Background: an optimization exercise with open tools, aiming at small area. Do not read the settings as production practice.
Where RTL was checked, it was by simulation tests only, not by an equivalence proof against the original.
No functional check of the RTL was part of run 3.
Power figures rest on the tool's default switching activity, not on a simulated workload.

--- flow/design.v ---
`default_nettype none
package hdep_pkg;
   localparam logic [1:0] ST_OK        = 2'd0;
   localparam logic [1:0] ST_DAY_LONG  = 2'd1;
   localparam logic [1:0] ST_YEAR_LONG = 2'd2;
endpackage
`default_nettype wire
`default_nettype none
module http_date_to_epoch_parser (
   input  wire logic               clock,
   input  wire logic               reset,
   input  wire logic [7:0]         req_text_byte,
   input  wire logic               req_first,
   input  wire logic               req_push,
   output logic                    req_full,
   output logic [1:0]              rsp_status,
   output logic signed [39:0]      rsp_epoch_seconds,
   output logic                    rsp_empty,
   input  wire logic               rsp_pop,
   input  wire logic               csr_valid,
   output logic                    csr_ready,
   input  wire logic signed [17:0] csr_zone_offset
);
   localparam logic [2:0] P_IDLE = 3'd0;
   localparam logic [2:0] P_SKIP = 3'd1;
   localparam logic [2:0] P_DAY  = 3'd2;
   localparam logic [2:0] P_MON  = 3'd3;
   localparam logic [2:0] P_YEAR = 3'd4;
   localparam logic [2:0] P_TIME = 3'd5;
   logic [2:0]  ph;
   logic [2:0]  cnt;
   logic        done;
   logic [6:0]  day_v, hour_v, min_v, sec_v;
   logic [3:0]  mc;
   logic [15:0] yb;
   logic        accept, first, is_sp, is_dig, take;
   logic [7:0]  ch;
   logic [3:0]  dg;
   logic [3:0]  vsel;
   logic [6:0]  acc10;
   logic [3:0]  mnext;
   logic        fin0, fin1, fin2, fin_any;
   assign ch     = req_text_byte;
   assign dg     = ch[3:0];
   assign accept = req_push && !req_full;
   assign first  = accept && req_first;
   assign is_sp  = (ch == 8'h20);
   assign is_dig = (ch[7:4] == 4'h3) && (ch[3:0] <= 4'd9);
   assign take   = is_dig && !done;
   always_comb begin
      if (ph == P_DAY)
         vsel = day_v[3:0];
      else if (cnt[2:1] == 2'b00)
         vsel = hour_v[3:0];
      else if (cnt[2] == 1'b0 || cnt == 3'd4)
         vsel = min_v[3:0];
      else if (cnt == 3'd6)
         vsel = 4'd0;
      else
         vsel = sec_v[3:0];
      acc10 = {vsel, 3'b000} + {2'b00, vsel, 1'b0} + {3'b000, dg};
   end
   always_comb begin
      mnext = 4'd15;
      case (cnt[1:0])
         2'd0: begin
            case (ch)
               8'h4A: mnext = 4'd0;    
               8'h46: mnext = 4'd1;    
               8'h4D: mnext = 4'd2;    
               8'h41: mnext = 4'd3;    
               8'h53: mnext = 4'd8;    
               8'h4F: mnext = 4'd9;    
               8'h4E: mnext = 4'd10;   
               8'h44: mnext = 4'd11;   
               default: mnext = 4'd15;
            endcase
         end
         2'd1: begin
            case ({mc, ch})
               {4'd0,  8'h61}: mnext = 4'd0;    
               {4'd0,  8'h75}: mnext = 4'd5;    
               {4'd1,  8'h65}: mnext = 4'd1;    
               {4'd2,  8'h61}: mnext = 4'd2;    
               {4'd3,  8'h70}: mnext = 4'd3;    
               {4'd3,  8'h75}: mnext = 4'd7;    
               {4'd8,  8'h65}: mnext = 4'd8;    
               {4'd9,  8'h63}: mnext = 4'd9;    
               {4'd10, 8'h6F}: mnext = 4'd10;   
               {4'd11, 8'h65}: mnext = 4'd11;   
               default:        mnext = 4'd15;
            endcase
         end
         default: begin
            case ({mc, ch})
               {4'd0,  8'h6E}: mnext = 4'd0;    
               {4'd5,  8'h6E}: mnext = 4'd5;    
               {4'd5,  8'h6C}: mnext = 4'd6;    
               {4'd1,  8'h62}: mnext = 4'd1;    
               {4'd2,  8'h72}: mnext = 4'd2;    
               {4'd2,  8'h79}: mnext = 4'd4;    
               {4'd3,  8'h72}: mnext = 4'd3;    
               {4'd7,  8'h67}: mnext = 4'd7;    
               {4'd8,  8'h70}: mnext = 4'd8;    
               {4'd9,  8'h74}: mnext = 4'd9;    
               {4'd10, 8'h76}: mnext = 4'd10;   
               {4'd11, 8'h63}: mnext = 4'd11;   
               default:        mnext = 4'd15;
            endcase
         end
      endcase
   end
   assign fin0    = accept && !req_first && (ph == P_TIME) && (cnt == 3'd7);
   assign fin1    = accept && !req_first && (ph == P_DAY) && !is_sp && (cnt == 3'd2);
   assign fin2    = accept && !req_first && (ph == P_YEAR) && !is_sp && (cnt == 3'd4);
   assign fin_any = fin0 || fin1 || fin2;
   always_ff @(posedge clock) begin
      if (reset) begin
         ph <= P_IDLE;
      end else if (accept) begin
         if (req_first) begin
            ph <= P_SKIP;
         end else begin
            case (ph)
               P_SKIP: if (cnt == 3'd3) ph <= P_DAY;
               P_DAY:  if (is_sp) ph <= P_MON; else if (cnt == 3'd2) ph <= P_IDLE;
               P_MON:  if (is_sp) ph <= P_YEAR;
               P_YEAR: if (is_sp) ph <= P_TIME; else if (cnt == 3'd4) ph <= P_IDLE;
               P_TIME: if (cnt == 3'd7) ph <= P_IDLE;
               default: ph <= ph;
            endcase
         end
      end
   end
   always_ff @(posedge clock) begin
      if (accept) begin
         if (req_first) begin
            cnt    <= 3'd0;
            done   <= 1'b0;
            day_v  <= 7'd0;
            hour_v <= 7'd0;
            min_v  <= 7'd0;
            yb     <= 16'd0;
         end else begin
            case (ph)
               P_SKIP: cnt <= (cnt == 3'd3) ? 3'd0 : cnt + 3'd1;
               P_DAY: begin
                  if (is_sp) begin
                     cnt  <= 3'd0;
                     done <= 1'b0;
                  end else if (cnt != 3'd2) begin
                     cnt  <= cnt + 3'd1;
                     done <= done || !is_dig;
                     if (take) day_v <= acc10;
                  end
               end
               P_MON: begin
                  if (is_sp) begin
                     cnt <= 3'd0;
                     mc  <= (cnt == 3'd3 && mc != 4'd15) ? mc : 4'd0;
                  end else begin
                     if (cnt < 3'd3) mc <= mnext;
                     if (cnt != 3'd4) cnt <= cnt + 3'd1;
                  end
               end
               P_YEAR: begin
                  if (is_sp) begin
                     cnt  <= 3'd0;
                     done <= 1'b0;
                  end else if (cnt != 3'd4) begin
                     cnt  <= cnt + 3'd1;
                     done <= done || !is_dig;
                     if (take) yb <= {yb[11:0], dg};
                  end
               end
               P_TIME: begin
                  cnt <= cnt + 3'd1;
                  case (cnt)
                     3'd0, 3'd1: begin
                        done <= done || !is_dig;
                        if (take) hour_v <= acc10;
                     end
                     3'd3, 3'd4: begin
                        done <= done || !is_dig;
                        if (take) min_v <= acc10;
                     end
                     3'd6: begin
                        done  <= !is_dig;
                        sec_v <= is_dig ? acc10 : 7'd0;
                     end
                     3'd7: begin
                        if (take) sec_v <= acc10;
                     end
                     default: done <= 1'b0;
                  endcase
               end
               default: ;
            endcase
         end
      end
   end
   logic [17:0] zw;
   assign csr_ready = 1'b1;
   always_ff @(posedge clock) begin
      if (reset)
         zw <= 18'h1FFFF;
      else if (csr_valid)
         zw <= {csr_zone_offset[17], ~csr_zone_offset[16:0]};
   end
   logic        hor, sh1, shs, s60, sss, swf, srdy;
   logic [1:0]  hj;
   logic [38:0] x;
   logic [38:0] p1, p2, sum;
   logic [10:0] p3;
   logic        h_ready, n_ready, x_en, go;
   logic [3:0]  gbits;
   logic [20:0] g;
   logic        y_mod4, y_mod100, y_mod400, leap, lc;
   logic [8:0]  tdoy;
   logic        wr_x;
   localparam logic [38:0] K3 = 39'h7FFFFA82A9;    
   assign h_ready = (ph == P_TIME) && (cnt >= 3'd2);
   assign n_ready = (ph == P_TIME) && (cnt >= 3'd5);
   assign go      = (ph == P_TIME) && !first;
   assign gbits = {yb[12 + hj], yb[8 + hj], yb[4 + hj], yb[hj]};
   always_comb begin
      case (gbits)
         4'd0:    g = 21'h000000;
         4'd1:    g = 21'h0005B5;
         4'd2:    g = 21'h003912;
         4'd3:    g = 21'h003EC7;
         4'd4:    g = 21'h023AB1;
         4'd5:    g = 21'h024066;
         4'd6:    g = 21'h0273C3;
         4'd7:    g = 21'h027978;
         4'd8:    g = 21'h164AEA;
         4'd9:    g = 21'h16509F;
         4'd10:   g = 21'h1683FC;
         4'd11:   g = 21'h1689B1;
         4'd12:   g = 21'h18859B;
         4'd13:   g = 21'h188B50;
         4'd14:   g = 21'h18BEAD;
         default: g = 21'h18C462;
      endcase
   end
   assign y_mod4   = !yb[0] && !(yb[4] ^ yb[1]);
   assign y_mod100 = (yb[7:0] == 8'd0);
   assign y_mod400 = y_mod100 && !yb[8] && !(yb[12] ^ yb[9]);
   assign leap     = y_mod100 ? y_mod400 : y_mod4;
   assign lc       = leap && (mc[3:1] == 3'd0);
   always_comb begin
      case (mc)
         4'd0:    tdoy = lc ? 9'd1 : 9'd2;
         4'd1:    tdoy = lc ? 9'd32 : 9'd33;
         4'd2:    tdoy = 9'd61;
         4'd3:    tdoy = 9'd92;
         4'd4:    tdoy = 9'd122;
         4'd5:    tdoy = 9'd153;
         4'd6:    tdoy = 9'd183;
         4'd7:    tdoy = 9'd214;
         4'd8:    tdoy = 9'd245;
         4'd9:    tdoy = 9'd275;
         4'd10:   tdoy = 9'd306;
         default: tdoy = 9'd336;
      endcase
   end
   logic h3;
   assign h3 = hor && !sh1;
   always_comb begin
      for (int i = 0; i < 39; i++) begin
         p1[i] = (s60 && i >= 6 && x[(i >= 6) ? i - 6 : 0])
               | (srdy && x[i])
               | (sh1 && i >= 1 && x[(i >= 1) ? i - 1 : 0])
               | (h3 && K3[i]);
      end
      if (hor && hj == 2'd1) p1[0] = ~(yb[4] ^ yb[1]);
      if (hor && hj == 2'd0) p1[0] = ~yb[0];
      for (int i = 0; i < 39; i++) begin
         p2[i] = (hor && i < 21 && g[(i < 21) ? i : 0])
               | (shs && i >= 2 && x[(i >= 2) ? i - 2 : 0])
               | (s60 && (i < 2 ? (i == 0 || !sss) : !x[(i >= 2) ? i - 2 : 0]))
               | (srdy && i < 18 && zw[(i < 18) ? i : 0]);
      end
      if (hor && sh1 && hj == 2'd2)      p3 = {2'd0, tdoy};
      else if (hor && hj == 2'd1)        p3 = {3'd0, day_v, ~(yb[12] ^ yb[9])};
      else if (hor && hj == 2'd0)        p3 = {10'd0, ~yb[8]};
      else if (shs)                      p3 = {4'd0, hour_v};
      else if (s60 && !sss)              p3 = 11'd1408 | {4'd0, min_v};
      else if (s60)                      p3 = 11'd512 | {4'd0, sec_v};
      else                               p3 = 11'd0;
   end
   logic [38:0] csa_s, csa_c, pp, gg, cy;
   logic [9:0]  grp_g, grp_p;
   logic [10:0] grp_c;
   always_comb begin
      csa_s = p1 ^ p2 ^ {28'd0, p3};
      csa_c = {(p1[37:0] & p2[37:0]) | (p1[37:0] & {27'd0, p3}) | (p2[37:0] & {27'd0, p3}), 1'b0};
      pp = csa_s ^ csa_c;
      gg = csa_s & csa_c;
      grp_c[0] = 1'b0;
      for (int k = 0; k < 10; k++) begin
         grp_g[k] = 1'b0;
         grp_p[k] = 1'b1;
         for (int i = 0; i < 4; i++) begin
            if (4*k + i < 39) begin
               grp_g[k] = gg[4*k+i] | (pp[4*k+i] & grp_g[k]);
               grp_p[k] = grp_p[k] & pp[4*k+i];
            end
         end
         grp_c[k+1] = grp_g[k] | (grp_p[k] & grp_c[k]);
      end
      for (int k = 0; k < 10; k++) begin
         for (int i = 0; i < 4; i++) begin
            if (4*k + i < 39) begin
               if (i == 0)
                  cy[4*k] = grp_c[k];
               else
                  cy[4*k+i] = gg[4*k+i-1] | (pp[4*k+i-1] & cy[4*k+i-1]);
            end
         end
      end
      sum = pp ^ cy;
   end
   logic [38:0] ring [9];
   logic [3:0]  wd, rdd, rc;
   logic [1:0]  pe0, pe1;
   logic [3:0]  oc;
   logic        hv;
   logic [1:0]  hs;
   logic [38:0] he;
   logic        pop, space, wr_e, wr_any, rd_now, err_tap;
   logic [38:0] tap, wword;
   assign tap     = ring[8];
   assign pop     = rsp_pop && hv;
   assign rd_now  = (rdd == 4'd0) && (rc != 4'd0) && (!hv || pop);
   assign space   = (rc != 4'd9) || rd_now;
   assign wr_x    = srdy && (wd == 4'd0) && space;
   assign wr_e    = !srdy && (pe0 != 2'd0) && (wd == 4'd0) && space;
   assign wr_any  = wr_x || wr_e;
   assign wword   = wr_x ? sum : {3'b100, 35'd0, pe0[1]};
   assign err_tap = tap[38] && !tap[37] && !tap[36];
   assign req_full          = (oc > 4'd10);
   assign rsp_empty         = !hv;
   assign rsp_status        = hs;
   assign rsp_epoch_seconds = {he[38], he};
   assign x_en = hor || (shs && h_ready) || (s60 && (sss || n_ready));
   always_ff @(posedge clock) begin
      if (x_en) x <= sum;
   end
   always_ff @(posedge clock) begin
      if (reset) begin
         hor  <= 1'b0;
         sh1  <= 1'b0;
         shs  <= 1'b0;
         s60  <= 1'b0;
         sss  <= 1'b0;
         swf  <= 1'b0;
         srdy <= 1'b0;
         hj   <= 2'd3;
      end else if (srdy) begin
         if (wr_x) begin
            srdy <= 1'b0;
            hor  <= go;
            hj   <= 2'd3;
         end
      end else if (s60 && sss) begin
         s60  <= 1'b0;
         sss  <= 1'b0;
         srdy <= 1'b1;
      end else if (first) begin
         hor <= 1'b0;
         sh1 <= 1'b0;
         shs <= 1'b0;
         s60 <= 1'b0;
         swf <= 1'b0;
         hj  <= 2'd3;
      end else if (hor) begin
         hj  <= hj - 2'd1;
         sh1 <= 1'b1;
         if (hj == 2'd0) begin
            hor <= 1'b0;
            shs <= 1'b1;
         end
      end else if (shs) begin
         if (h_ready) begin
            shs <= 1'b0;
            sh1 <= 1'b0;
            s60 <= 1'b1;
         end
      end else if (s60) begin
         if (n_ready) begin
            if (fin0) sss <= 1'b1;
            else begin
               s60 <= 1'b0;
               swf <= 1'b1;
            end
         end
      end else if (swf) begin
         if (fin0) begin
            swf <= 1'b0;
            s60 <= 1'b1;
            sss <= 1'b1;
         end
      end else begin
         hor <= go;
         hj  <= 2'd3;
      end
   end
   always_ff @(posedge clock) begin
      ring[0] <= wr_any ? wword : tap;
      for (int i = 1; i < 9; i++) ring[i] <= ring[i-1];
   end
   always_ff @(posedge clock) begin
      if (rd_now) begin
         hs <= err_tap ? (tap[0] ? 2'd2 : 2'd1) : 2'd0;
         he <= err_tap ? 39'd0 : tap;
      end
   end
   always_ff @(posedge clock) begin
      logic [1:0] n0, n1;
      if (reset) begin
         wd  <= 4'd0;
         rdd <= 4'd0;
         rc  <= 4'd0;
         hv  <= 1'b0;
         oc  <= 4'd0;
         pe0 <= 2'd0;
         pe1 <= 2'd0;
      end else begin
         wd  <= wr_any ? 4'd0 : ((wd == 4'd0) ? 4'd8 : wd - 4'd1);
         rdd <= rd_now ? 4'd0 : ((rdd == 4'd0) ? 4'd8 : rdd - 4'd1);
         rc  <= rc + {3'd0, wr_any} - {3'd0, rd_now};
         hv  <= rd_now || (hv && !pop);
         oc  <= oc + {3'd0, fin_any} - {3'd0, pop};
         n0 = wr_e ? pe1 : pe0;
         n1 = wr_e ? 2'd0 : pe1;
         if (fin1 || fin2) begin
            if (n0 == 2'd0) n0 = fin2 ? 2'd2 : 2'd1;
            else            n1 = fin2 ? 2'd2 : 2'd1;
         end
         pe0 <= n0;
         pe1 <= n1;
      end
   end
endmodule
`default_nettype wire
--- flow/run.sh ---
#!/bin/bash
# synth_recipe.tcl (not shown) runs the flow's synth.tcl, then flattens the netlist and writes it again
# the make line also repeats each setting of config.mk as NAME=value (left out here)
make -C /OpenROAD-flow-scripts/flow DESIGN_CONFIG=/design/flow/config.mk WORK_HOME=/design/flow/orfs CLKGATE_MAP_FILE= SYNTH_SCRIPT=/design/flow/synth_recipe.tcl finish
--- flow/config.mk ---
export PLATFORM = sky130hd
export DESIGN_NAME = http_date_to_epoch_parser
export DESIGN_NICKNAME = http_date_to_epoch_parser
export VERILOG_FILES = /design/flow/design.v
export SDC_FILE = /design/flow/constraint.sdc
export NUM_CORES = 4
export LEC_CHECK = 0
export ABC_AREA = 1
export CAP_MARGIN = 20
export CORE_MARGIN = 2
export CORE_UTILIZATION = 40
export CTS_BUF_LIST = sky130_fd_sc_hd__clkbuf_16
export CTS_CLUSTER_DIAMETER = 100
export CTS_CLUSTER_SIZE = 22
export SLEW_MARGIN = 20
--- flow/constraint.sdc ---
create_clock -name core_clock -period 8.0 [get_ports {clock}]
set_input_delay 1.6000 -clock core_clock [delete_from_list [all_inputs] [get_ports {clock}]]
set_output_delay 1.6000 -clock core_clock [all_outputs]
set_load 0.01 [all_outputs]
==> key figures, run 1 <==
Outcome
  – Outcome: complete, no violations

Critical path
  – Most frequent CP cell: nand2_1
  – CP Launch Type: register
  – Critical-path top delay cell: a32oi_1
  – Critical Path AT: 7.60 ns
  – Worst path max stage delay: between 0.5 and 0.6 ns
  – CP Class: reg2reg
  – Critical Path End Type: register
  – WP data required: between 8 and 9 ns
  – Critical path fanouts, max: 14

STA
  – RSZ-0062 raised after global routing: no
  – Fin. max-slew vios: 0
  – Worst-Margin Slew: 0.982 ns
  – Fmax: 0.140 GHz
  – Worst hold margin: 0.314 ns
  – Period minus WS final: a little over 7 ns
  – Final setup violation count: 0
  – Hold Vio Cnt, Final: 0
  – Slew headroom: 33.7%
  – Final period util: 89.0%
  – Post-route setup TNS: 0 ns
  – Post-Route Skew: 0.0297 ns

Logic synthesis
  – Syn_nets: between 2k and 2.5k
  – Yosys warns: 2
  – Synth area leader: dfxtp_1
  – Share of the synthesized area in the top cell type: approximately 40%
  – Synth Register Bits: 534
  – Count of unique library cells instantiated by Yosys: between 60 and 70
  – Synthesized cell area: between 0.02 and 0.025 mm^2
  – Number of synthesized flops with an enable pin: 132
  – Sequential area share after synthesis: 59.6%
  – Async set or reset register ratio after synthesis: 0%
  – Synth area leaders: dfxtp_1, edfxtp_1, ha_1
  – Most used flip-flop cell after synthesis: dfxtp_1
  – Mean Syn Cell Area: 10.3 um^2
  – Cells after Synth: 1,949

Clock network
  – Hold_buf cts: 0
  – H-tree depth: 1
  – Clk slew on worst S/H paths: 0.09 ns
  – PostCTS Resize Cnt: 0
  – Post-CTS setup buffer count: 0
  – Root Buffer: clkbuf_16
  – Total CTS buffers: 30
  – Clock sink count: 534
  – CTS tree: yes
  – Worst-case clock buffer depth: 3
  – Clock Latency Late Sink: a little under 0.6 ns

Detailed routing
  – WL per Instance: 16.1 um
  – Vias: 13.4k
  – Iteration-0 DRC count of the detailed router: between 1k and 1.5k
  – DR DRC count: 0
  – Vias per cell: 4.93
  – Pre-antenna DRT Iters: 5
  – Final WL: 43.6 mm
  – Number of routed nets with antenna violations: 0

GRT
  – Largest net degree at the start of global routing: 54
  – First-pass GRT wire length: 70.5 mm
  – Overall global routing resource usage: roughly 17%
  – Remaining global-route overflow: 0
  – Vias in the first global route: ~13k
  – Initial antenna violation count: 0

Placement
  – Detail Placement HPWL: around 32 mm
  – Port-buffer cells: 75
  – GPL Wtd Cong: 0.904

Hold path
  – Worst hold path class: reg2reg

Final layout
  – Area growth syn-to-layout: 12.0%
  – Share of cells above drive strength 1: 5.10%
  – # nets final: 2,193
  – Diode count: 0

Floorplanning
  – Core Region: roughly 0.050 mm^2
  – Die H: around 230 um
  – Die Wd: ~230 um
  – Cell row count: 82
  – Initial Utilization: 40.3%
  – IO Count: 77
  – Die footprint: approximately 0.052 mm^2

Power
  – Static leakage: 9.71 nW
  – VDD IR max: 0.143 mV
  – Power Dens Cells: 303 mW/mm^2

Job
  – Max Cap Viol: 0
area by class of cell:
| class | instances | area (um^2) |
|---|---|---|
| clock buffer | 31 | 776 |
| clock inverter | 25 | 148 |
| fill | 4667 | 27400 |
| inverter | 254 | 955 |
| multi-input combinational | 1101 | 6970 |
| sequential | 534 | 12000 |
| tap | 672 | 841 |
| timing repair buffer | 94 | 893 |
per-stage QoR:
| stage | power [mW] | cells | setup WS, ns | util [%] | area, um^2 |
|---|---|---|---|---|---|
| 6_report | 6.85 | 2711 | 0.881 | 45.2 | 22600 |
| 5_1_grt | 7.26 | 2711 | 0.140 | 45.2 | 22600 |
| 4_1_cts | 6.94 | 2711 | 0.877 | 45.2 | 22600 |
| 3_5_place_dp | 5.35 | 2655 | 0.912 | 43.4 | 21700 |
| 3_3_place_gp | 5.29 | 2655 | 1.06 | 43.4 | 21700 |
| 2_1_floorplan | 4.79 | 1949 | 1.88 | - | 20200 |
worst paths after layout:
check / from / to / slack (ns) / cells past startpoint
worst min-delay path: ring[0][19] / ring[1][19] / 0.31 / 0
worst min register to register: ring[0][19] / ring[1][19] / 0.31 / 0
worst max register to register: hj[0] / ring[0][38] / 0.88 / 41
worst max-delay path: hj[0] / ring[0][38] / 0.88 / 41
synth_stat cells (4+ instances only):
cell       count
nor2_2         8
nand2_2        7
a211oi_1       7
buf_2          9
buf_4          5
a21oi_1       96
o211ai_1      14
o2111ai_1     17
edfxtp_1     132
nor3_1        12
o31ai_1        7
a221oi_1       6
o21ai_0      126
clkinv_1       4
dfxtp_1      402
fa_1          43
o221ai_1      25
nand2_1      276
xnor2_1        7
a31oi_1       10
o22ai_1       17
buf_1          8
inv_1        240
xor2_1        11
nand3_1       65
nor2_1       181
clkbuf_1      37
nand4_1       10
inv_2          9
ha_1         103
o21ai_1        4
critical path, delay by kind of cell (launching register included):
family          cells  cell delay (ns)
compound gates      3             0.76
xor+xnor            3             0.53
fa+ha+maj           7             2.49
buf+inv             7             0.88
flops               1             0.46
simple gates       21             1.86
layout by cell type (no fill, tap or decap), drive strengths merged, types with 3 or more instances in the layout:
master	n
a211oi	7
inv	273
nor2	191
a31oi	11
fa	43
nand4	12
a2111oi	3
buf	19
a221oi	6
dfxtp	402
o21ai	132
nor4	3
o221ai	25
o2111ai	17
clkbuf	31
o211ai	14
nand2	284
xnor2	7
a22oi	3
edfxtp	132
ha	103
nand3	67
o31ai	7
o21a	3
nor3	15
clkinv	6
a21oi	96
or2	5
a32oi	3
clkdlybuf4s50	75
xor2	11
o22ai	17
logic make-up (layout without fill, tap and decap cells):
logic type               after synthesis  in the layout  synth area share (%)
flip-flops                           534            534                  59.6
AO/OA/AOI/OAI                        357            357                  10.9
XOR/XNOR                              18             18                 0.782
AND/OR/NAND/NOR                      579            579                  12.1
adder cells (fa/ha/maj)              146            146                  10.7
other                                  1              1                0.0186
buffers and inverters                314            404                  6.01
per-layer routing:
metal | share of wire [%] | global-route usage, % | vias up
met4 | 2.6 | 5.00 | 0
met2 | 46 | 27.5 | 322
met1 | 47 | 23.0 | 6351
met3 | 4.5 | 2.17 | 68
li1 | - | - | 6627
met5 | 0 | 0 | -
where the power goes:
part,switching (mW),internal [mW]
sequential,0.228,3.78
combinational,0.756,0.502
clock,0.862,0.722
state kept, by name, summed over array words and instances (netlist names), 4 cells and up:
| signal | flops |
|---|---|
| ring | 351 |
| he | 39 |
| x | 39 |
| zw | 18 |
| yb | 16 |
| day_v | 7 |
| hour_v | 7 |
| min_v | 7 |
| sec_v | 7 |
| mc | 4 |
| oc | 4 |
| rc | 4 |
| rdd | 4 |
| wd | 4 |
==> inputs of run 2 (changes only) <==
--- a/flow/config.mk
+++ b/flow/config.mk
@@ -10,3 +10,3 @@
 export CORE_MARGIN = 2
-export CORE_UTILIZATION = 40
+export CORE_UTILIZATION = 60
 export CTS_BUF_LIST = sky130_fd_sc_hd__clkbuf_16
==> run 2 against run 1 <==
Compared with the run above: global-route usage rose by 8.2 points; sequential share of layout area rose by 0.85 points; flip-flop and latch count did not move; design area fell by 1.6%; worst setup slack got worse by 0.014 ns; die area fell by 33%; maximum frequency fell by 0.19%; critical endpoint unchanged; largest cell class unchanged.
==> key figures, run 2 <==
Critical path
  – Critical Path AT: 7.60 ns
  – Most frequent CP cell: nand2_1
  – Worst Path Buf+Inv: 7
  – CP Launch Type: register
  – Cell family with most CP delay: adder cells
  – CP Class: reg2reg
  – Critical-path top delay cell: a32oi_1
  – Critical Path End Type: register
  – Worst path max stage delay: about 0.57 ns
  – WP data required: 8.47 ns
  – Critical path fanouts, max: 14

Detailed routing
  – Final WL: 43.1 mm
  – DR DRC count: 0
  – Met3 wire len: about 2 mm
  – Vias per cell: 5.46
  – DR WL met2: 20.1 mm
  – Pre-antenna DRT Iters: 6
  – Top sig layer: met4
  – Vias: 13.5k
  – WL per Instance: 17.4 um
  – WL met1: 19.3 mm
  – Number of routed nets with antenna violations: 0
  – Iteration-0 DRC count of the detailed router: 987

Logic synthesis
  – Synth area leader: dfxtp_1
  – Synth Register Bits: 534
  – Top post-synthesis cells by count: dfxtp_1, nand2_1, inv_1
  – Count leader, synth: dfxtp_1
  – Async set or reset register ratio after synthesis: 0%
  – Count of unique library cells instantiated by Yosys: between 60 and 70
  – Number of synthesized flops with an enable pin: 132
  – Synthesized cell area: 0.0202 mm^2
  – Share of the synthesized area in the top cell type: 39.9%
  – Sequential area share after synthesis: around three fifths
  – Syn_nets: 2,127
  – Synth area leaders: dfxtp_1, edfxtp_1, ha_1
  – Cells after Synth: 1,949
  – Most used flip-flop cell after synthesis: dfxtp_1
  – Mean Syn Cell Area: just over 10 um^2
  – Yosys warns: 2

Hold path
  – Worst hold path class: reg2reg

GRT
  – First-pass GRT wire length: 69.7 mm
  – Overall global routing resource usage: between 20% and 30%
  – Largest net degree at the start of global routing: 54
  – Remaining global-route overflow: 0
  – Initial antenna violation count: 0
  – Vias in the first global route: 13.3k

Power
  – VDD IR max: 0.229 mV
  – Net Sw Power: 1.83 mW
  – Final Power: 6.78 mW
  – Static leakage: ~9.7 nW
  – Switching Share: between 20% and 30%
  – Power Dens Cells: ~300 mW/mm^2
  – Combinational power share: a little under a fifth
  – Int Power: 4.95 mW
  – Clk pwr share: 22.0%
  – Reg power frac: 59.3%

Final layout
  – Most frequent cells in the layout: dfxtp_1, nand2_1, inv_1, nor2_1, edfxtp_1
  – Fin cells: between 2k and 2.5k
  – Leading cell type in the layout, fill and taps excluded: dfxtp_1
  – # nets final: between 2k and 2.5k
  – Share of cells above drive strength 1: under 10%
  – Fill cells: roughly 2.6k
  – Largest registers: ring x351, he x39, x x39
  – Share of the core filled with cells: 66.8%
  – Reg with most FFs: ring
  – Max reg flops: 351
  – Diode count: 0
  – Area growth syn-to-layout: 10.3%

STA
  – Hold Vio Cnt, Final: 0
  – Fin. max-slew vios: 0
  – Final setup violation count: 0
  – Setup slack after layout: just under 0.9 ns
  – Fmax: 0.140 GHz
  – Period minus WS final: 7.13 ns
  – Worst-Margin Slew: 0.968 ns
  – Final period util: between 80% and 90%
  – RSZ-0062 raised after global routing: no
  – Post-route setup TNS: 0 ns
  – Post-Route Skew: about 0.033 ns
  – Slew headroom: 34.6%

Clock network
  – H-tree depth: 1
  – Root Buffer: clkbuf_16
  – Hold_buf cts: 0
  – Clock sink count: around 530
  – PostCTS Resize Cnt: 0
  – Worst-case clock buffer depth: 3
  – Clock Latency Late Sink: 0.60 ns
  – Post-CTS setup buffer count: 0
  – Clk slew on worst S/H paths: 0.09 ns
  – Total CTS buffers: 28
  – CTS tree: yes

Floorplanning
  – Cell row count: 67
  – Core Region: between 0.03 and 0.04 mm^2
  – IO Count: 77
  – Die footprint: around 0.035 mm^2
  – Die H: roughly 190 um
  – Die Wd: 187 um
  – Initial Utilization: 60.6%

Job
  – Max Cap Viol: 0

Placement
  – Cell count after placement: 2,429
  – Port-buffer cells: 75
  – Detail Placement HPWL: approximately 31 mm
  – GPL Wtd Cong: roughly 0.9
  – Worst slack, placed: 0.924 ns

Outcome
  – Outcome: complete, no violations
[run 2: cell types whose count changed in the layout (fill, tap and decap cells not counted)]
cell       previous run  this run
inv_16                1         0
clkinv_16             0         1
inv_12                2         0
clkinv_8              0         1
inv_8                 1         0
buf_8                 0         1
clkinv_4              1         0
buf_4                19        17
clkbuf_16            31        29
[run 2: power groups by stage]
stage	registers, mW	clock network, mW	logic [mW]
detailed placement	4.09	0	1.28
finish	4.02	1.49	1.27
CTS	4.03	1.53	1.29
floorplan	4.05	0	0.743
global placement	4.04	0	1.23
global route	4.11	1.62	1.43
[run 2: metrics by stage]
stage                     hold slack, ns  area, um^2
after global routing               0.323       22200
after global placement             0.309       21400
after detailed placement           0.312       21400
after CTS                          0.306       22200
final                              0.306       22200
after floorplan                    0.310       20200
[run 2: logic make-up (layout without fill, tap and decap cells)]
kind of cell,after synthesis,after routing,share of synthesized area (%)
adder cells (fa/ha/maj),146,146,10.7
XOR/XNOR,18,18,0.782
buffers and inverters,314,398,6.01
other,1,1,0.0186
AO/OA/AOI/OAI,357,357,10.9
AND/OR/NAND/NOR,579,579,12.1
flip-flops,534,534,59.6
[run 2: final timing paths]
| path | from | end | slack (ns) | cells after the start |
|---|---|---|---|---|
| max | hj[0] | ring[0][38] | 0.87 | 39 |
| min | ring[7][37] | ring[8][37] | 0.31 | 0 |
| max reg2reg | hj[0] | ring[0][38] | 0.87 | 39 |
| min reg2reg | ring[7][37] | ring[8][37] | 0.31 | 0 |
[run 2: final cells by class]
cell class              instances  area (um^2)  share of cell area [%]
flip-flops and latches        534        12000                    54.0
clock buffers                  29          726                    3.26
multi-input cells            1101         6970                    31.3
clock inverters                22          121                   0.546
repair buffers                 93          893                    4.02
well taps                     448          561                    2.52
inverters                     254          955                    4.29
[run 2: metal layers]
metal	vias up	GRT usage (%)
met1	6438	33.8
met5	-	0
li1	6607	-
met2	406	41.5
met4	0	9.55
met3	93	2.38
==> inputs of run 3 (changes only) <==
--- a/flow/design.v
+++ b/flow/design.v
@@ -201,9 +201,10 @@
    end
-   logic [17:0] zw;
+   logic [17:0] zr, zw;
    assign csr_ready = 1'b1;
+   assign zw = {zr[17], ~zr[16:0]};
    always_ff @(posedge clock) begin
       if (reset)
-         zw <= 18'h1FFFF;
+         zr <= 18'd0;
       else if (csr_valid)
-         zw <= {csr_zone_offset[17], ~csr_zone_offset[16:0]};
+         zr <= csr_zone_offset;
    end
@@ -266,9 +267,13 @@
    end
-   logic h3;
-   assign h3 = hor && !sh1;
+   logic h3, hs_go, s60_go, sh1_go, x_hold;
+   assign h3     = hor && !sh1;
+   assign hs_go  = shs && h_ready;
+   assign s60_go = s60 && (sss || n_ready);
+   assign sh1_go = sh1 && (!shs || h_ready);
+   assign x_hold = !hor && !hs_go && !s60_go;
    always_comb begin
       for (int i = 0; i < 39; i++) begin
-         p1[i] = (s60 && i >= 6 && x[(i >= 6) ? i - 6 : 0])
-               | (srdy && x[i])
-               | (sh1 && i >= 1 && x[(i >= 1) ? i - 1 : 0])
+         p1[i] = (s60_go && i >= 6 && x[(i >= 6) ? i - 6 : 0])
+               | (x_hold && x[i])
+               | (sh1_go && i >= 1 && x[(i >= 1) ? i - 1 : 0])
                | (h3 && K3[i]);
@@ -279,5 +284,5 @@
          p2[i] = (hor && i < 21 && g[(i < 21) ? i : 0])
-               | (shs && i >= 2 && x[(i >= 2) ? i - 2 : 0])
-               | (s60 && (i < 2 ? (i == 0 || !sss) : !x[(i >= 2) ? i - 2 : 0]))
-               | (srdy && i < 18 && zw[(i < 18) ? i : 0]);
+               | (hs_go && i >= 2 && x[(i >= 2) ? i - 2 : 0])
+               | (s60_go && (i < 2 ? (i == 0 || !sss) : !x[(i >= 2) ? i - 2 : 0]))
+               | (wr_x && i < 18 && zw[(i < 18) ? i : 0]);
       end
@@ -286,5 +291,5 @@
       else if (hor && hj == 2'd0)        p3 = {10'd0, ~yb[8]};
-      else if (shs)                      p3 = {4'd0, hour_v};
-      else if (s60 && !sss)              p3 = 11'd1408 | {4'd0, min_v};
-      else if (s60)                      p3 = 11'd512 | {4'd0, sec_v};
+      else if (hs_go)                    p3 = {4'd0, hour_v};
+      else if (s60_go && !sss)           p3 = 11'd1408 | {4'd0, min_v};
+      else if (s60_go)                   p3 = 11'd512 | {4'd0, sec_v};
       else                               p3 = 11'd0;
@@ -347,3 +352,3 @@
    always_ff @(posedge clock) begin
-      if (x_en) x <= sum;
+      x <= sum;
    end
==> run 3 against run 2 <==
Compared with the run above: still clean; clock power about the same; synthesized cell count rose by 1.7%; sequential power is 2% higher; largest power group unchanged; highest routed layer unchanged.
==> key figures, run 3 <==
Outcome
  – Outcome: complete, no violations

Hold path
  – Worst hold path class: reg2reg
  – WHS Path Cells: 0

Logic synthesis
  – Share of the synthesized area in the top cell type: 44.4%
  – Sequential area share after synthesis: slightly below 60%
  – Cells after Synth: 1,983
  – Number of synthesized flops with an enable pin: 93
  – Synth Register Bits: 534
  – Count leader, synth: dfxtp_1
  – Most used flip-flop cell after synthesis: dfxtp_1
  – Syn_nets: around 2.2k
  – Synthesized cell area: between 0.015 and 0.02 mm^2
  – Yosys warns: 2
  – Async set or reset register ratio after synthesis: 0%
  – Synth area leader: dfxtp_1
  – Mean Syn Cell Area: 10.0 um^2
  – Top post-synthesis cells by count: dfxtp_1, nand2_1, inv_1
  – Synth area leaders: dfxtp_1, edfxtp_1, ha_1
  – Count of unique library cells instantiated by Yosys: roughly 60

STA
  – Post-route setup TNS: 0 ns
  – Worst-Margin Slew: between 0.9 and 1 ns
  – Final period util: 89.6%
  – Period minus WS final: 7.17 ns
  – Hold Vio Cnt, Final: 0
  – Post-Route Skew: 0.0225 ns
  – Final setup violation count: 0
  – Setup slack after layout: between 0.8 and 0.9 ns
  – RSZ-0062 raised after global routing: no
  – Fmax: around 0.14 GHz
  – Slew headroom: 37.8%
  – Fin. max-slew vios: 0

Detailed routing
  – Pre-antenna DRT Iters: 6
  – Number of routed nets with antenna violations: 0
  – Iteration-0 DRC count of the detailed router: between 1k and 1.5k
  – Vias: between 10k and 15k
  – DR DRC count: 0
  – WL per Instance: about 17 um
  – Final WL: 42.7 mm
  – Vias per cell: 5.35

Clock network
  – Worst-case clock buffer depth: 3
  – CTS tree: yes
  – Clock Latency Late Sink: 0.57 ns
  – H-tree depth: 1
  – Clock sink count: between 500 and 600
  – Root Buffer: clkbuf_16
  – Hold_buf cts: 0
  – Clk slew on worst S/H paths: 0.09 ns
  – PostCTS Resize Cnt: 0
  – Total CTS buffers: 28
  – Post-CTS setup buffer count: 0

Final layout
  – Fill cells: 2,568
  – Largest registers: ring x351, he x39, x x39
  – FF+latch area: 0.0116 mm^2
  – Diode count: 0
  – Footprint of the multi-input gates: 0.00697 mm^2
  – Share of cells above drive strength 1: 4.16%
  – Area growth syn-to-layout: 10.1%
  – Leading cell type in the layout, fill and taps excluded: dfxtp_1
  – Reg with most FFs: ring
  – Most frequent cells in the layout: dfxtp_1, inv_1, nand2_1, nor2_1, o21ai_0
  – Max reg flops: ~350
  – # nets final: 2,228

Critical path
  – Worst path max stage delay: 0.60 ns
  – Critical Path End Type: register
  – Most frequent CP cell: nand2_1
  – CP Depth: 44
  – Cell family with most CP delay: adder cells
  – WP data required: 8.47 ns
  – Critical-path top delay cell: a32oi_1
  – CP Launch Type: register
  – CP Class: reg2reg
  – Critical path fanouts, max: 14
  – Worst Path Buf+Inv: 8
  – Critical Path AT: 7.64 ns
  – Reg2Reg Depth: 44

Floorplanning
  – IO Count: between 70 and 80
  – Die footprint: between 0.03 and 0.04 mm^2
  – Cell row count: 66
  – Core Region: 0.0326 mm^2
  – Initial Utilization: 60.9%
  – Die H: 186 um
  – Die Wd: 186 um

GRT
  – Vias in the first global route: 13.0k
  – Largest net degree at the start of global routing: 43
  – Overall global routing resource usage: 25.0%
  – First-pass GRT wire length: 67.4 mm
  – Initial antenna violation count: 0
  – Remaining global-route overflow: 0

Placement
  – Detail Placement HPWL: just over 30 mm
  – Worst slack, placed: 0.392 ns
  – Port-buffer cells: 75
  – GPL Wtd Cong: 0.943

Power
  – Int Power: about 5.1 mW
  – Static leakage: 9.59 nW
  – Switching Share: between 30% and 40%
  – Clk pwr share: 19.9%
  – Reg power frac: about 56%
  – VDD IR max: approximately 0.26 mV
  – Combinational power share: about a quarter
  – Power Dens Cells: approximately 340 mW/mm^2
  – Net Sw Power: 2.27 mW

Job
  – Max Cap Viol: 0
## run 3: cell types whose count changed in the layout (fill, tap and decap cells not counted), sizes merged, moves of 7 or more
| cell | before | now |
|---|---|---|
| o211ai | 14 | 21 |
| o21ai | 132 | 147 |
| edfxtp | 132 | 93 |
| nor2 | 191 | 220 |
| nand3 | 67 | 51 |
| dfxtp | 402 | 441 |
| inv | 269 | 291 |
| a21oi | 96 | 75 |
| nor3 | 15 | 22 |
| o221ai | 25 | 15 |
## run 3: final cells by class
type / count / area share [%]
clock buffer: 29 / 3.32
clock inverter: 19 / 0.383
inverter: 276 / 4.73
multi-input combinational: 1117 / 31.9
sequential: 534 / 53.1
tap: 442 / 2.53
timing repair buffer: 93 / 4.08
## run 3: final timing paths
check / start / to / slack (ns)
worst min register to register: ring[3][27] / ring[4][27] / 0.32
worst max-delay path: hj[0] / ring[0][38] / 0.83
worst min-delay path: ring[3][27] / ring[4][27] / 0.32
worst max register to register: hj[0] / ring[0][38] / 0.83
## run 3: stage by stage
step | std cells | total power, mW | util [%] | hold WS [ns] | instance area (um^2)
finish | 2510 | 7.40 | 67.1 | 0.317 | 21900
global route | 2510 | 7.88 | 67.1 | 0.321 | 21900
CTS | 2509 | 7.46 | 67.0 | 0.317 | 21900
detailed placement | 2461 | 5.98 | 64.6 | 0.312 | 21100
global placement | 2461 | 5.91 | 64.6 | 0.309 | 21100
floorplan | 1983 | 5.25 | - | 0.310 | 19900
## run 3: power groups by stage
stage	Clock (mW)	Sequential [mW]	Combinational, mW
final	1.47	4.12	1.81
after global routing	1.61	4.21	2.06
after CTS	1.51	4.13	1.82
after detailed placement	0	4.17	1.81
after global placement	0	4.14	1.77
after floorplan	0	4.09	1.16
## run 3: layer usage
metal | wire length [um] | global-route usage [%]
met1 | 19100 | 34.2
met2 | 19900 | 41.3
met4 | 1600 | 9.13
met3 | 2070 | 2.60
met5 | 0 | 0
## run 3: logic make-up after synthesis
group | count (synthesis) | share of synthesized area, %
compound gates | 354 | 11.0
xor+xnor | 17 | 0.749
fa+ha+maj | 146 | 10.8
buf+inv | 332 | 6.48
flops | 534 | 58.5
other cells | 1 | 0.0189
simple gates | 599 | 12.4
==> inputs of run 4 (changes only) <==
--- a/flow/design.v
+++ b/flow/design.v
@@ -329,5 +329,4 @@
    logic [38:0] ring [9];
-   logic [3:0]  wd, rdd, rc;
+   logic [3:0]  wd, rc;
    logic [1:0]  pe0, pe1;
-   logic [3:0]  oc;
    logic        hv;
@@ -339,3 +338,5 @@
    assign pop     = rsp_pop && hv;
-   assign rd_now  = (rdd == 4'd0) && (rc != 4'd0) && (!hv || pop);
+   logic rd_al;
+   assign rd_al   = (wd == rc) || (rc == 4'd9 && wd == 4'd0);
+   assign rd_now  = rd_al && (rc != 4'd0) && (!hv || pop);
    assign space   = (rc != 4'd9) || rd_now;
@@ -346,3 +347,14 @@
    assign err_tap = tap[38] && !tap[37] && !tap[36];
-   assign req_full          = (oc > 4'd10);
+   logic       xh, np0, np1;
+   assign xh  = sss || srdy;
+   assign np0 = (pe0 != 2'd0);
+   assign np1 = (pe1 != 2'd0);
+   always_comb begin
+      case (rc)
+         4'd9:    req_full = (hv && (xh || np0)) || (xh && np0) || np1;
+         4'd8:    req_full = (hv && xh && np0) || (hv && np1) || (xh && np1);
+         4'd7:    req_full = hv && xh && np1;
+         default: req_full = 1'b0;
+      endcase
+   end
    assign rsp_empty         = !hv;
@@ -427,6 +439,4 @@
          wd  <= 4'd0;
-         rdd <= 4'd0;
          rc  <= 4'd0;
          hv  <= 1'b0;
-         oc  <= 4'd0;
          pe0 <= 2'd0;
@@ -435,6 +445,4 @@
          wd  <= wr_any ? 4'd0 : ((wd == 4'd0) ? 4'd8 : wd - 4'd1);
-         rdd <= rd_now ? 4'd0 : ((rdd == 4'd0) ? 4'd8 : rdd - 4'd1);
          rc  <= rc + {3'd0, wr_any} - {3'd0, rd_now};
          hv  <= rd_now || (hv && !pop);
-         oc  <= oc + {3'd0, fin_any} - {3'd0, pop};
          n0 = wr_e ? pe1 : pe0;
==> flow/flow/run.sh (new file) <==
#!/bin/bash
# Standard layout with two placement/CTS options changed:
#  - port buffers use the smallest buffer cell (every port still gets one);
#  - the clock tree is built without dummy load cells.
# Everything else, synthesis included, is the standard flow (standard.sh).
set -e
export BUFFER_PORTS_ARGS="-buffer_cell sky130_fd_sc_hd__buf_1"
export CTS_ARGS="-sink_clustering_enable -repair_clock_nets -dont_use_dummy_load -sink_clustering_size 26 -sink_clustering_max_diameter 100 -buf_list sky130_fd_sc_hd__clkbuf_16"
bash standard.sh > standard.log 2>&1
==> flow/standard.sh (new file) <==
#!/bin/bash
# synth_recipe.tcl (not shown) runs the flow's synth.tcl, then flattens the netlist and writes it again
# the make line also repeats each setting of config.mk as NAME=value (left out here)
make -C /OpenROAD-flow-scripts/flow DESIGN_CONFIG=/design/flow/config.mk WORK_HOME=/design/flow/orfs CLKGATE_MAP_FILE= SYNTH_SCRIPT=/design/flow/synth_recipe.tcl "${@:-finish}"
--- a/flow/config.mk
+++ b/flow/config.mk
@@ -10,6 +10,3 @@
 export CORE_MARGIN = 2
-export CORE_UTILIZATION = 60
-export CTS_BUF_LIST = sky130_fd_sc_hd__clkbuf_16
-export CTS_CLUSTER_DIAMETER = 100
-export CTS_CLUSTER_SIZE = 22
+export CORE_UTILIZATION = 70
 export SLEW_MARGIN = 20
removed: flow/run.sh
==> run 4 against run 3 <==
Compared with the run above: clock skew rose by 0.068 ns; die area fell by 15%; first-iteration DRC count rose by 14%; clock-buffer cell count fell by 5; highest routed layer is now met5; register-to-register slack improved by 0.07 ns; sequential power fell by 13%; design area fell by 4.8%; still clean; critical endpoint unchanged.
==> key figures, run 4 <==
STA
  – Post-Route Skew: roughly 0.09 ns
  – Slew headroom: between 30% and 40%
  – Final period util: approximately 89%
  – Fin. max-slew vios: 0
  – Worst-Margin Slew: 1.04 ns
  – Worst hold margin: 0.278 ns
  – Fmax: about 0.14 GHz
  – RSZ-0062 raised after global routing: no
  – Post-route setup TNS: 0 ns
  – Final setup violation count: 0
  – Hold Vio Cnt, Final: 0
  – Period minus WS final: around 7.1 ns

Logic synthesis
  – Most used flip-flop cell after synthesis: dfxtp_1
  – Async set or reset register ratio after synthesis: 0%
  – Cells after Synth: slightly below 2k
  – Synth Register Bits: 526
  – Synthesized cell area: about 0.02 mm^2
  – Sequential area share after synthesis: 58.3%
  – Yosys warns: 2
  – Count of unique library cells instantiated by Yosys: 63
  – Top post-synthesis cells by count: dfxtp_1, nand2_1, nor2_1
  – Mean Syn Cell Area: 10.0 um^2
  – Syn_nets: ~2.1k
  – Number of synthesized flops with an enable pin: 93
  – Synth area leader: dfxtp_1
  – Synth area leaders: dfxtp_1, edfxtp_1, ha_1
  – Count leader, synth: dfxtp_1
  – Share of the synthesized area in the top cell type: about 44%

Floorplanning
  – Die H: approximately 170 um
  – Cell row count: 61
  – Die Wd: 172 um
  – Core Region: 0.0277 mm^2
  – Die footprint: roughly 0.03 mm^2
  – IO Count: 77
  – Initial Utilization: just over 70%

Power
  – Net Sw Power: 1.42 mW
  – Static leakage: between 9 and 10 nW
  – Combinational power share: 12.0%
  – Reg power frac: between 60% and 70%
  – Power Dens Cells: 266 mW/mm^2
  – Clk pwr share: 23.3%
  – Int Power: 4.12 mW
  – VDD IR max: approximately 0.25 mV
  – Final Power: 5.54 mW
  – Switching Share: 25.7%

Clock network
  – Hold_buf cts: 0
  – Clock Latency Late Sink: 0.58 ns
  – Total CTS buffers: 24
  – Clock sink count: 526
  – Clk slew on worst S/H paths: 0.10 ns
  – CTS tree: yes
  – Worst-case clock buffer depth: 3
  – PostCTS Resize Cnt: 0
  – Root Buffer: clkbuf_16
  – H-tree depth: 1
  – Post-CTS setup buffer count: 0

Detailed routing
  – Vias per cell: around 5.7
  – WL per Instance: 18.3 um
  – DR DRC count: 0
  – Vias: 13.6k
  – Final WL: 43.8 mm
  – Pre-antenna DRT Iters: 6
  – Number of routed nets with antenna violations: 0
  – Iteration-0 DRC count of the detailed router: 1,245

Critical path
  – CP Class: reg2reg
  – CP Launch Type: register
  – Critical-path top delay cell: a32oi_1
  – Critical path fanouts, max: 13
  – Most frequent CP cell: nand2_1
  – CP endpoint: ring[0][38]
  – R2R Setup Slk: 0.90 ns
  – Worst path max stage delay: roughly 0.7 ns
  – WP data required: 8.47 ns
  – Worst Setup SP: hj[0]
  – Worst r2r dst: ring[0][38]
  – Reg2Reg Depth: 42
  – Critical Path AT: 7.58 ns
  – Critical Path End Type: register
  – Worst r2r src: hj[0]

Final layout
  – Reg with most FFs: ring
  – Largest registers: ring x351, he x39, x x39
  – Post-route cell area: around 0.021 mm^2
  – Most frequent cells in the layout: dfxtp_1, nand2_1, nor2_1, inv_1, o21ai_0
  – Area growth syn-to-layout: 6.06%
  – # nets final: 2,188
  – Fill cells: 1,878
  – Diode count: 0
  – Share of cells above drive strength 1: around 5%
  – Max reg flops: 351
  – Leading cell type in the layout, fill and taps excluded: dfxtp_1

GRT
  – Vias in the first global route: ~13k
  – Largest net degree at the start of global routing: 46
  – First-pass GRT wire length: 68.6 mm
  – Initial antenna violation count: 1
  – Overall global routing resource usage: 30.0%
  – Remaining global-route overflow: 0

Hold path
  – Worst hold path class: reg2reg
  – WHS Path Cells: 0
  – Min-delay src: ring[2][37]

Outcome
  – Outcome: complete, no violations

Placement
  – GPL Wtd Cong: 0.967
  – Placed Area: 0.0202 mm^2
  – Port-buffer cells: between 70 and 80
  – Detail Placement HPWL: 31.2 mm

Job
  – Max Cap Viol: 0
## run 4: changes by cell type after synthesis, moves of 8 or more
cell,before,now
a21oi_1,74,61
dfxtp_1,441,433
inv_1,261,218
inv_2,11,20
nand2_1,275,291
nor2_1,213,223
o21ai_0,140,118
o21ai_1,6,19
## run 4: metrics by stage
stage / utilization (%) / worst slack, ns / instances
after floorplan: - / 1.36 / 1958
after global placement: 73.1 / 0.935 / 2368
after detailed placement: 73.1 / 0.845 / 2368
after CTS: 75.2 / 1.01 / 2392
after global routing: 75.2 / 0.383 / 2392
final: 75.2 / 0.898 / 2392
## run 4: critical path: cells and delay by family (launching register included)
family / cells / cell delay [ns]
adders and majority gates: 7 / 2.49
and+or+nand+nor: 24 / 2.01
AOI/OAI and AO/OA: 3 / 0.98
DFF: 1 / 0.58
buffers and inverters: 6 / 0.53
xor gates and xnor gates: 2 / 0.37
## run 4: area by class of cell
cell class | count | area [um^2] | area share (%)
multi-input combinational | 1132 | 7000 | 33.6
sequential | 526 | 11500 | 55.0
clock buffer | 24 | 601 | 2.88
inverter | 243 | 920 | 4.41
timing repair buffer | 89 | 387 | 1.85
tap | 378 | 473 | 2.27
## run 4: cell families (layout without fill, tap and decap cells)
group / after synthesis / count (layout) / share of synthesized area [%]
AOI/OAI and AO/OA: 330 / 330 / 10.3
xor gates and xnor gates: 22 / 22 / 0.981
adders and majority gates: 140 / 140 / 10.5
buffers and inverters: 300 / 356 / 6.07
DFF: 526 / 526 / 58.3
other: 1 / 1 / 0.0191
and+or+nand+nor: 639 / 639 / 13.8
## run 4: how the worst min path moves through the flow
stage / endpoint / slack, ns
detailed placement: ring[3][30] / 0.31
global placement: ring[7][29] / 0.31
CTS: ring[3][37] / 0.26
finish: ring[3][37] / 0.28
global route: ring[7][10] / 0.28
floorplan: ring[1][0] / 0.31
## run 4: layer usage
metal | wire length [um] | vias to the layer above | global-route usage [%] | share of wire, %
li1 | - | 6525 | - | -
met1 | 18600 | 6436 | 40.0 | 43
met2 | 20600 | 565 | 50.5 | 47
met3 | 3140 | 106 | 4.86 | 7.2
met4 | 1370 | 2 | 9.80 | 3.1
met5 | 13 | - | 0 | 0.030
## run 4: power by group through the flow
stage,clock (mW),sequential [mW],combinational [mW]
floorplan,0,3.59,0.393
global placement,0,3.58,0.615
detailed placement,0,3.63,0.648
CTS,1.31,3.59,0.663
global route,1.39,3.64,0.745
finish,1.29,3.59,0.666
==> inputs of run 5 (changes only) <==
--- a/flow/flow/run.sh
+++ b/flow/flow/run.sh
@@ -7,3 +7,3 @@
 export BUFFER_PORTS_ARGS="-buffer_cell sky130_fd_sc_hd__buf_1"
-export CTS_ARGS="-sink_clustering_enable -repair_clock_nets -dont_use_dummy_load -sink_clustering_size 26 -sink_clustering_max_diameter 100 -buf_list sky130_fd_sc_hd__clkbuf_16"
+export CTS_ARGS="-sink_clustering_enable -repair_clock_nets -dont_use_dummy_load -sink_clustering_size 22 -sink_clustering_max_diameter 100 -buf_list sky130_fd_sc_hd__clkbuf_16"
 bash standard.sh > standard.log 2>&1
--- a/flow/config.mk
+++ b/flow/config.mk
@@ -10,3 +10,6 @@
 export CORE_MARGIN = 2
-export CORE_UTILIZATION = 70
+export CORE_UTILIZATION = 60
+export CTS_BUF_LIST = sky130_fd_sc_hd__clkbuf_16
+export CTS_CLUSTER_DIAMETER = 100
+export CTS_CLUSTER_SIZE = 22
 export SLEW_MARGIN = 20
==> run 5 against run 4 <==
Compared with the run above: final cell count grew 2.9%; hold slack improved by 0.010 ns; routed wire length is 3.8% lower; worst setup slack improved by 0.051 ns; register-to-register slack better by 0.05 ns; maximum frequency grew 0.72%; still clean on timing, DRC and antenna; die area up 16%; utilization decreased by 10 points; synthesized area did not move; sequential share of layout area decreased by 0.49 points; combinational power shrank 4.1%.
==> key figures, run 5 <==
Floorplanning
  – Die footprint: between 0.03 and 0.04 mm^2
  – Die Wd: 185 um
  – Initial Utilization: 60.7%
  – IO Count: 77
  – Cell row count: 66
  – Core Region: 0.0324 mm^2
  – Die H: 185 um

Final layout
  – Most frequent cells in the layout: dfxtp_1, nand2_1, nor2_1, inv_1, o21ai_0
  – Share of the core filled with cells: 65.0%
  – Max reg flops: 351
  – Fill cells: 2,597
  – Area growth syn-to-layout: 7.02%
  – Fin cells: 2,461
  – Reg with most FFs: ring
  – Post-route cell area: between 0.02 and 0.025 mm^2
  – # nets final: 2,193
  – Largest registers: ring x351, he x39, x x39
  – Diode count: 0
  – Share of cells above drive strength 1: between 5 and 6%
  – Leading cell type in the layout, fill and taps excluded: dfxtp_1

Clock network
  – Clk slew on worst S/H paths: approximately 0.080 ns
  – Worst-case clock buffer depth: 3
  – Total CTS buffers: 28
  – PostCTS Resize Cnt: 0
  – Clock sink count: 526
  – Hold_buf cts: 0
  – Clock Latency Late Sink: 0.58 ns
  – Root Buffer: clkbuf_16
  – Post-CTS setup buffer count: 0
  – CTS tree: yes
  – H-tree depth: 1

Placement
  – Port-buffer cells: 75
  – Worst slack, placed: around 1 ns
  – Detail Placement HPWL: 30.1 mm
  – Placed Area: 0.0203 mm^2
  – GPL Wtd Cong: 0.954
  – Cell count after placement: 2,433

Logic synthesis
  – Yosys warns: 2
  – Sequential area share after synthesis: 58.3%
  – Count leader, synth: dfxtp_1
  – Top post-synthesis cells by count: dfxtp_1, nand2_1, nor2_1
  – Most used flip-flop cell after synthesis: dfxtp_1
  – Synth area leaders: dfxtp_1, edfxtp_1, ha_1
  – Synth area leader: dfxtp_1
  – Cells after Synth: 1,958
  – Share of the synthesized area in the top cell type: 44.1%
  – Mean Syn Cell Area: 10.0 um^2
  – Async set or reset register ratio after synthesis: 0%
  – Synth Register Bits: 526
  – Synthesized cell area: roughly 0.020 mm^2
  – Syn_nets: 2,130
  – Number of synthesized flops with an enable pin: between 90 and 100
  – Count of unique library cells instantiated by Yosys: 63

Critical path
  – Cell family with most CP delay: adder cells
  – CP Launch Type: register
  – Reg2Reg Depth: 42
  – Most frequent CP cell: nand2_1
  – WP data required: 8.48 ns
  – Worst Path Buf+Inv: 6
  – Critical-path top delay cell: a32oi_1
  – Worst r2r src: hj[0]
  – Worst r2r dst: ring[0][38]
  – CP endpoint: ring[0][38]
  – Critical Path End Type: register
  – Worst path max stage delay: approximately 0.66 ns
  – Critical path fanouts, max: 13
  – CP Class: reg2reg
  – R2R Setup Slk: 0.95 ns
  – Worst Setup SP: hj[0]
  – CP Depth: 42
  – Critical Path AT: 7.53 ns

Hold path
  – Worst hold path class: reg2reg

STA
  – Setup slack after layout: roughly 0.95 ns
  – Post-route setup TNS: 0 ns
  – Fin. max-slew vios: 0
  – RSZ-0062 raised after global routing: no
  – Hold Vio Cnt, Final: 0
  – Worst-Margin Slew: between 0.9 and 1 ns
  – Worst hold margin: 0.289 ns
  – Fmax: 0.142 GHz
  – Period minus WS final: 7.05 ns
  – Post-Route Skew: 0.0420 ns
  – Slew headroom: 38.1%
  – Final setup violation count: 0
  – Final period util: 88.1%

Detailed routing
  – Vias: between 10k and 15k
  – DR DRC count: 0
  – Iteration-0 DRC count of the detailed router: 1,135
  – Pre-antenna DRT Iters: 5
  – WL per Instance: ~17 um
  – Vias per cell: 5.38
  – Final WL: ~42 mm
  – Number of routed nets with antenna violations: 0

GRT
  – Largest net degree at the start of global routing: 46
  – Initial antenna violation count: 0
  – Remaining global-route overflow: 0
  – Vias in the first global route: 12.6k
  – Overall global routing resource usage: 24.9%
  – First-pass GRT wire length: 66.7 mm

Job
  – Max Cap Viol: 0

Power
  – Static leakage: 9.21 nW
  – VDD IR max: 0.238 mV
  – Power Dens Cells: about 270 mW/mm^2
  – Final Power: 5.59 mW

Outcome
  – Outcome: complete, no violations
==> run 5: worst min-delay path by stage <==
stage | startpoint | endpoint | cells after the start
after floorplan | ring[0][0] | ring[1][0] | 0
after global placement | ring[3][13] | ring[4][13] | 0
after detailed placement | ring[0][10] | ring[1][10] | 0
after CTS | ring[5][20] | ring[6][20] | 0
after global routing | ring[5][20] | ring[6][20] | 0
final | ring[5][20] | ring[6][20] | 0
==> run 5: report_power, final <==
part	switching, mW	internal (mW)	leakage (nW)	total, mW
sequential	0.190	3.37	4.43	3.56
combinational	0.431	0.208	4.44	0.639
clock	0.769	0.621	0.345	1.39
total	1.39	4.20	9.21	5.59
==> run 5: cell families after synthesis <==
| family | count (synthesis) | share of synthesized area [%] |
|---|---|---|
| and+or+nand+nor | 639 | 13.8 |
| other | 1 | 0.0191 |
| xor gates and xnor gates | 22 | 0.981 |
| AOI/OAI and AO/OA | 330 | 10.3 |
| DFF | 526 | 58.3 |
| adders and majority gates | 140 | 10.5 |
| buffers and inverters | 300 | 6.07 |
==> run 5: cell type report <==
cell class | instances | area (um^2) | share of cell area, %
Sequential cell | 526 | 11500 | 54.5
Multi-Input combinational cell | 1132 | 7000 | 33.3
Inverter | 243 | 920 | 4.37
Clock buffer | 28 | 701 | 3.33
Tap cell | 442 | 553 | 2.63
Timing Repair Buffer | 90 | 394 | 1.87
==> run 5: routing by layer <==
metal  wire (um)  share of wire (%)  GRT usage (%)  vias to the layer above
met3        2100                5.0           3.15                       77
met5           0                  0              0                        -
met4        1110                2.6           6.32                        0
met1       20200                 48           36.0                     6268
met2       18700                 44           39.7                      350
li1            -                  -              -                     6533

what the ideal ports hide:
In the flow no input, the clock included, has a driving cell. The finished layouts below were timed again as built, in two steps. Step 1, drivers: a clkbuf_16 drives clock and a buf_2 each remaining input, both assumed. Step 2 moves the port delays by t, midway between the first and last clock arrival at a register: inputs arrive t later, outputs are due t later. That takes back most of the time a late clock gives input paths. a / b / c = ideal ports / drivers / drivers and shift; a / b = the first two.
run	t (ns)	slack for setup (ns)	hold slack, ns
run 1	0.636	0.881 / 0.881 / 0.881	0.314 / 0.314 / 0.314
run 2	0.631	0.868 / 0.868 / 0.868	0.306 / 0.306 / 0.306
run 3	0.612	0.831 / 0.831 / 0.395	0.317 / 0.317 / 0.317
run 4	0.589	0.898 / 0.898 / 0.737	0.278 / 0.278 / 0.278
run 5	0.595	0.949 / 0.949 / 0.949	0.289 / 0.289 / 0.289
After both steps setup and hold are still met in every run listed. For run 3, which loses most, drivers alone change the setup slack by 0.000 ns; drivers and shift together by -0.436 ns.
